Source: an optimization exercise on an open RTL-to-GDS flow (aim: small area and a short achievable clock period). Production flows keep margins and buffers that such runs may drop. RTL that was checked went through simulation tests only; none was proved equivalent to the original. No activity file was given, so power comes from the tool's default toggle rates.

==> run a <==
==> flow/design.v <==
package sync_ram_fifo_pkg;
    localparam int FIFO_DEF_DATA_WIDTH = 8;
    localparam int FIFO_DEF_DEPTH      = 256;
    localparam int FIFO_AFULL_MARGIN   = 4;
    localparam int FIFO_DEF_AEMPTY_LVL = 4;
    localparam int FIFO_MIN_DEPTH      = 4;
    function automatic bit is_pow2(input int v);
        is_pow2 = (v > 0) && ((v & (v - 1)) == 0);
    endfunction
endpackage
module fifo_mem #(
    parameter int DATA_WIDTH = 8,
    parameter int DEPTH      = 256
) (
    input  logic                     clk,
    input  logic                     rst,
    input  logic                     we,
    input  logic [$clog2(DEPTH)-1:0] waddr,
    input  logic [DATA_WIDTH-1:0]    wdata,
    input  logic                     re,
    input  logic [$clog2(DEPTH)-1:0] raddr,
    output logic [DATA_WIDTH-1:0]    rdata
);
    logic [DATA_WIDTH-1:0] mem [DEPTH];
    logic [DATA_WIDTH-1:0] rdata_q;
    logic [DATA_WIDTH-1:0] rdata_d;
    always_ff @(posedge clk) begin
        if (we) begin
            mem[waddr] <= wdata;
        end
    end
    always_comb begin
        rdata_d = rdata_q;
        if (re) begin
            rdata_d = mem[raddr];
        end
    end
    always_ff @(posedge clk) begin
        if (rst) begin
            rdata_q <= '0;
        end else begin
            rdata_q <= rdata_d;
        end
    end
    assign rdata = rdata_q;
endmodule
module sync_ram_fifo
#(
    parameter int DATA_WIDTH = sync_ram_fifo_pkg::FIFO_DEF_DATA_WIDTH,
    parameter int DEPTH      = sync_ram_fifo_pkg::FIFO_DEF_DEPTH,
    parameter int AFULL_LVL  = DEPTH - sync_ram_fifo_pkg::FIFO_AFULL_MARGIN,
    parameter int AEMPTY_LVL = sync_ram_fifo_pkg::FIFO_DEF_AEMPTY_LVL
) (
    input  logic                       clk,
    input  logic                       rst,
    input  logic                       wr_en,
    input  logic [DATA_WIDTH-1:0]      data_in,
    input  logic                       rd_en,
    output logic [DATA_WIDTH-1:0]      data_out,
    output logic                       full,
    output logic                       empty,
    output logic [$clog2(DEPTH):0]     count,
    output logic                       overflow,
    output logic                       underflow
    ,
    output logic                       almost_full,
    output logic                       almost_empty
);
    localparam int AW = $clog2(DEPTH);
    localparam int PW = AW + 1;
    if (!sync_ram_fifo_pkg::is_pow2(DEPTH) || DEPTH < sync_ram_fifo_pkg::FIFO_MIN_DEPTH ||
        AFULL_LVL < 0 || AFULL_LVL > DEPTH ||
        AEMPTY_LVL < 0 || AEMPTY_LVL > DEPTH) begin : g_bad_cfg
        $error("sync_ram_fifo: illegal DEPTH or threshold");
    end
    logic [PW-1:0] wr_ptr_q;
    logic [PW-1:0] wr_ptr_d;
    logic [PW-1:0] rd_ptr_q;
    logic [PW-1:0] rd_ptr_d;
    logic          overflow_q;
    logic          overflow_d;
    logic          underflow_q;
    logic          underflow_d;
    logic          wr_ok;
    logic          rd_ok;
    always_comb begin
        empty = (wr_ptr_q == rd_ptr_q);
        full  = (wr_ptr_q[AW-1:0] == rd_ptr_q[AW-1:0]) &&
                (wr_ptr_q[AW] != rd_ptr_q[AW]);
        count = wr_ptr_q - rd_ptr_q;
    end
    always_comb begin
        wr_ok       = wr_en && !full;
        rd_ok       = rd_en && !empty;
        wr_ptr_d    = wr_ptr_q + {{AW{1'b0}}, wr_ok};
        rd_ptr_d    = rd_ptr_q + {{AW{1'b0}}, rd_ok};
        overflow_d  = wr_en && full;
        underflow_d = rd_en && empty;
    end
    always_ff @(posedge clk) begin
        if (rst) begin
            wr_ptr_q    <= '0;
            rd_ptr_q    <= '0;
            overflow_q  <= 1'b0;
            underflow_q <= 1'b0;
        end else begin
            wr_ptr_q    <= wr_ptr_d;
            rd_ptr_q    <= rd_ptr_d;
            overflow_q  <= overflow_d;
            underflow_q <= underflow_d;
        end
    end
    assign overflow  = overflow_q;
    assign underflow = underflow_q;
    always_comb begin
        almost_full  = (count >= PW'(AFULL_LVL));
        almost_empty = (count <= PW'(AEMPTY_LVL));
    end
    fifo_mem #(
        .DATA_WIDTH (DATA_WIDTH),
        .DEPTH      (DEPTH)
    ) u_mem (
        .clk   (clk),
        .rst   (rst),
        .we    (wr_ok && !rst),
        .waddr (wr_ptr_q[AW-1:0]),
        .wdata (data_in),
        .re    (rd_ok),
        .raddr (rd_ptr_q[AW-1:0]),
        .rdata (data_out)
    );
endmodule
==> flow/run.sh <==
#!/bin/bash
# synth_recipe.tcl (not shown) runs the flow's synth.tcl, then flattens the netlist and writes it again
# the make line also repeats each setting of config.mk as NAME=value (left out here)
make -C /OpenROAD-flow-scripts/flow DESIGN_CONFIG=/design/flow/config.mk WORK_HOME=/design/flow/orfs CLKGATE_MAP_FILE= SYNTH_SCRIPT=/design/flow/synth_recipe.tcl finish
==> flow/config.mk <==
export PLATFORM = sky130hd
export DESIGN_NAME = sync_ram_fifo
export DESIGN_NICKNAME = sync_ram_fifo
export VERILOG_FILES = /design/flow/design.v
export SDC_FILE = /design/flow/constraint.sdc
export NUM_CORES = 4
export LEC_CHECK = 0
export CAP_MARGIN = 20
export CORE_MARGIN = 2
export CORE_UTILIZATION = 30
export SLEW_MARGIN = 20
==> flow/constraint.sdc <==
create_clock -name core_clock -period 6.0 [get_ports {clk}]
set_input_delay 1.2000 -clock core_clock [delete_from_list [all_inputs] [get_ports {clk}]]
set_output_delay 1.2000 -clock core_clock [all_outputs]
set_load 0.01 [all_outputs]
==> inputs of run b, as changes to run a <==
==> flow/design.v, changed modules only <==
module fifo_mem #(
    parameter int DATA_WIDTH = 8,
    parameter int DEPTH      = 256
) (
    input  logic                     clk,
    input  logic                     rst,
    input  logic                     we,
    input  logic [$clog2(DEPTH)-1:0] waddr,
    input  logic [DATA_WIDTH-1:0]    wdata,
    input  logic                     re,
    input  logic [$clog2(DEPTH)-1:0] raddr,
    output logic [DATA_WIDTH-1:0]    rdata
);
    localparam int AW = $clog2(DEPTH);
    localparam int NG = (DEPTH + 2) / 3;
    logic [DATA_WIDTH-1:0] mem [DEPTH];
    logic [DATA_WIDTH-1:0] rdata_q;
    logic [DATA_WIDTH-1:0] rword;
    logic [3*NG-1:0]       rsel;
    logic [DATA_WIDTH-1:0] slice_n [NG];
    always_ff @(posedge clk) begin
        if (we) begin
            mem[waddr] <= wdata;
        end
    end
    always_comb begin
        rsel = '0;
        for (int i = 0; i < DEPTH; i++) begin
            rsel[i] = (raddr == i[AW-1:0]);
        end
    end
    for (genvar g = 0; g < NG; g++) begin : g_slice
        for (genvar b = 0; b < DATA_WIDTH; b++) begin : g_bit
            logic [2:0] d;
            for (genvar k = 0; k < 3; k++) begin : g_word
                if (3 * g + k < DEPTH) begin : g_on
                    assign d[k] = mem[3 * g + k][b];
                end else begin : g_off
                    assign d[k] = 1'b0;
                end
            end
            fifo_aoi3 u_aoi (
                .d (d),
                .s (rsel[3*g +: 3]),
                .y (slice_n[g][b])
            );
        end
    end
    always_comb begin
        rword = '0;
        for (int g = 0; g < NG; g++) begin
            rword = rword | ~slice_n[g];
        end
    end
    always_ff @(posedge clk) begin
        if (rst) begin
            rdata_q <= '0;
        end else if (re) begin
            rdata_q <= rword;
        end
    end
    assign rdata = rdata_q;
endmodule
module fifo_aoi3 (
    input  logic [2:0] d,
    input  logic [2:0] s,
    output logic       y
);
    assign y = ~|(d & s);
endmodule
module sync_ram_fifo
#(
    parameter int DATA_WIDTH = sync_ram_fifo_pkg::FIFO_DEF_DATA_WIDTH,
    parameter int DEPTH      = sync_ram_fifo_pkg::FIFO_DEF_DEPTH,
    parameter int AFULL_LVL  = DEPTH - sync_ram_fifo_pkg::FIFO_AFULL_MARGIN,
    parameter int AEMPTY_LVL = sync_ram_fifo_pkg::FIFO_DEF_AEMPTY_LVL
) (
    input  logic                       clk,
    input  logic                       rst,
    input  logic                       wr_en,
    input  logic [DATA_WIDTH-1:0]      data_in,
    input  logic                       rd_en,
    output logic [DATA_WIDTH-1:0]      data_out,
    output logic                       full,
    output logic                       empty,
    output logic [$clog2(DEPTH):0]     count,
    output logic                       overflow,
    output logic                       underflow
    ,
    output logic                       almost_full,
    output logic                       almost_empty
);
    localparam int AW = $clog2(DEPTH);
    localparam int PW = AW + 1;
    if (!sync_ram_fifo_pkg::is_pow2(DEPTH) || DEPTH < sync_ram_fifo_pkg::FIFO_MIN_DEPTH ||
        AFULL_LVL < 0 || AFULL_LVL > DEPTH ||
        AEMPTY_LVL < 0 || AEMPTY_LVL > DEPTH) begin : g_bad_cfg
        $error("sync_ram_fifo: illegal DEPTH or threshold");
    end
    logic [AW-1:0] wr_ptr_q;
    logic [AW-1:0] rd_ptr_q;
    logic [PW-1:0] cnt_q;
    logic          full_q;
    logic          empty_q;
    logic          afull_q;
    logic          aempty_q;
    logic          overflow_q;
    logic          underflow_q;
    logic          wr_ok;
    logic          rd_ok;
    logic          inc;
    logic          dec;
    always_comb begin
        wr_ok = wr_en && !full_q;
        rd_ok = rd_en && !empty_q;
        inc   = wr_ok && !rd_ok;
        dec   = rd_ok && !wr_ok;
    end
    always_ff @(posedge clk) begin
        if (rst) begin
            wr_ptr_q    <= '0;
            rd_ptr_q    <= '0;
            cnt_q       <= '0;
            full_q      <= 1'b0;
            empty_q     <= 1'b1;
            afull_q     <= 1'b0;
            aempty_q    <= 1'b1;
            overflow_q  <= 1'b0;
            underflow_q <= 1'b0;
        end else begin
            if (wr_ok) wr_ptr_q <= wr_ptr_q + 1'b1;
            if (rd_ok) rd_ptr_q <= rd_ptr_q + 1'b1;
            if (inc) begin
                cnt_q    <= cnt_q + 1'b1;
                full_q   <= (cnt_q == PW'(DEPTH - 1));
                empty_q  <= 1'b0;
                afull_q  <= (cnt_q >= PW'(AFULL_LVL - 1));
                aempty_q <= (cnt_q <= PW'(AEMPTY_LVL - 1));
            end else if (dec) begin
                cnt_q    <= cnt_q - 1'b1;
                full_q   <= 1'b0;
                empty_q  <= (cnt_q == PW'(1));
                afull_q  <= (cnt_q >= PW'(AFULL_LVL + 1));
                aempty_q <= (cnt_q <= PW'(AEMPTY_LVL + 1));
            end
            overflow_q  <= wr_en && full_q;
            underflow_q <= rd_en && empty_q;
        end
    end
    assign count     = cnt_q;
    assign full      = full_q;
    assign empty     = empty_q;
    assign overflow  = overflow_q;
    assign underflow = underflow_q;
    assign almost_full  = afull_q;
    assign almost_empty = aempty_q;
    fifo_mem #(
        .DATA_WIDTH (DATA_WIDTH),
        .DEPTH      (DEPTH)
    ) u_mem (
        .clk   (clk),
        .rst   (rst),
        .we    (!full_q),
        .waddr (wr_ptr_q),
        .wdata (data_in),
        .re    (rd_ok),
        .raddr (rd_ptr_q),
        .rdata (data_out)
    );
endmodule
--- a/flow/config.mk
+++ b/flow/config.mk
@@ -9,3 +9,5 @@
 export CORE_MARGIN = 2
 export CORE_UTILIZATION = 30
 export SLEW_MARGIN = 20
+export SYNTH_HIERARCHICAL = 1
+export SYNTH_MINIMUM_KEEP_SIZE = 0
==> comparison table <==
metric                                                                   run a             run b
Run status                                    no timing/DRC/antenna violations  no timing/DRC/antenna violations
Area of the die                                                   274600 sq um      252300 sq um
Tcrit/Tclk final                                                        86.50%            75.60%
Number of global-route vias before repair                               40.25k            41.21k
Simple-gate portion of the synthesized area                             2.898%            5.810%
Drt total wl                                                          219.0 mm          215.1 mm
GRT met3 Usage                                                          3.570%            3.612%
Fin Hold WS                                                           501.7 ps          478.2 ps
Switching Share                                                         23.02%            20.60%
Share of cell area taken by flip-flops and latches                      67.54%            72.53%
Core Box Area                                                     268400 sq um      246400 sq um
First-iteration detailed-routing DRC count                                5800              9319
Power dissipated in sequential cells                                   16.0 mW           16.1 mW
Clock-pin slew on the worst setup and hold paths                         60 ps             70 ps
Fmax                                                                0.1927 GHz        0.2205 GHz
Synthesized-area fraction occupied by adder cells                      0.2098%           0.1176%
Highest layer used for signal routing                                     met4              met5
Later-pin clock latency in the skew report                              830 ps            860 ps
Number of detailed-route iterations in the first pass                        5                15
Portion of the post-synthesis area used by sequential elements          76.50%            83.61%
Element type at the critical path end                           primary output          register
Placed cell count                                                         7358              7225
Tightest Pin Transition                                                1188 ps           1156 ps
Fraction of synthesized cell area in xor and xnor cells                0.1943%           0.2351%
Global-route wire length before repair                                310.2 mm          303.9 mm
Wire length on met3                                                   18.57 mm          24.46 mm
Crit path to                                                      almost_empty  u_mem.rdata_q[4]
Function not checked in run b: the RTL went through the layout flow alone.

-- separate check: timing with driven ports --
No port has a modelled driver above. Below, the same layouts with a new extraction and two added sets of constraints.
Step 1 (the two cells are an assumption about what drives the block):
set clk [get_ports {clk}]
set_driving_cell -lib_cell sky130_fd_sc_hd__clkbuf_16 $clk
set_driving_cell -lib_cell sky130_fd_sc_hd__buf_2 [delete_from_list [all_inputs] $clk]
Step 2 moves the port delays by t, midway between the first and last clock arrival at a register: inputs arrive t later, outputs are due t later. That takes back most of the time a late clock gives input paths.
a / b / c = no drivers / after step 1 / after step 2; a / b = the first two.
| run | t (ns) | setup slack, ns | worst setup path after step 2 | slew at the worst register clock pin (ns) | cell pins on the clock port's net |
|---|---|---|---|---|---|
| run a | 0.902 | 0.810 / 0.726 / 1.134 | register to register | 0.07 / 0.07 | 1 |
| run b | 0.914 | 1.464 / 1.464 / 1.464 | register to register | 0.07 / 0.07 | 1 |
After both steps setup and hold are still met in every run listed.
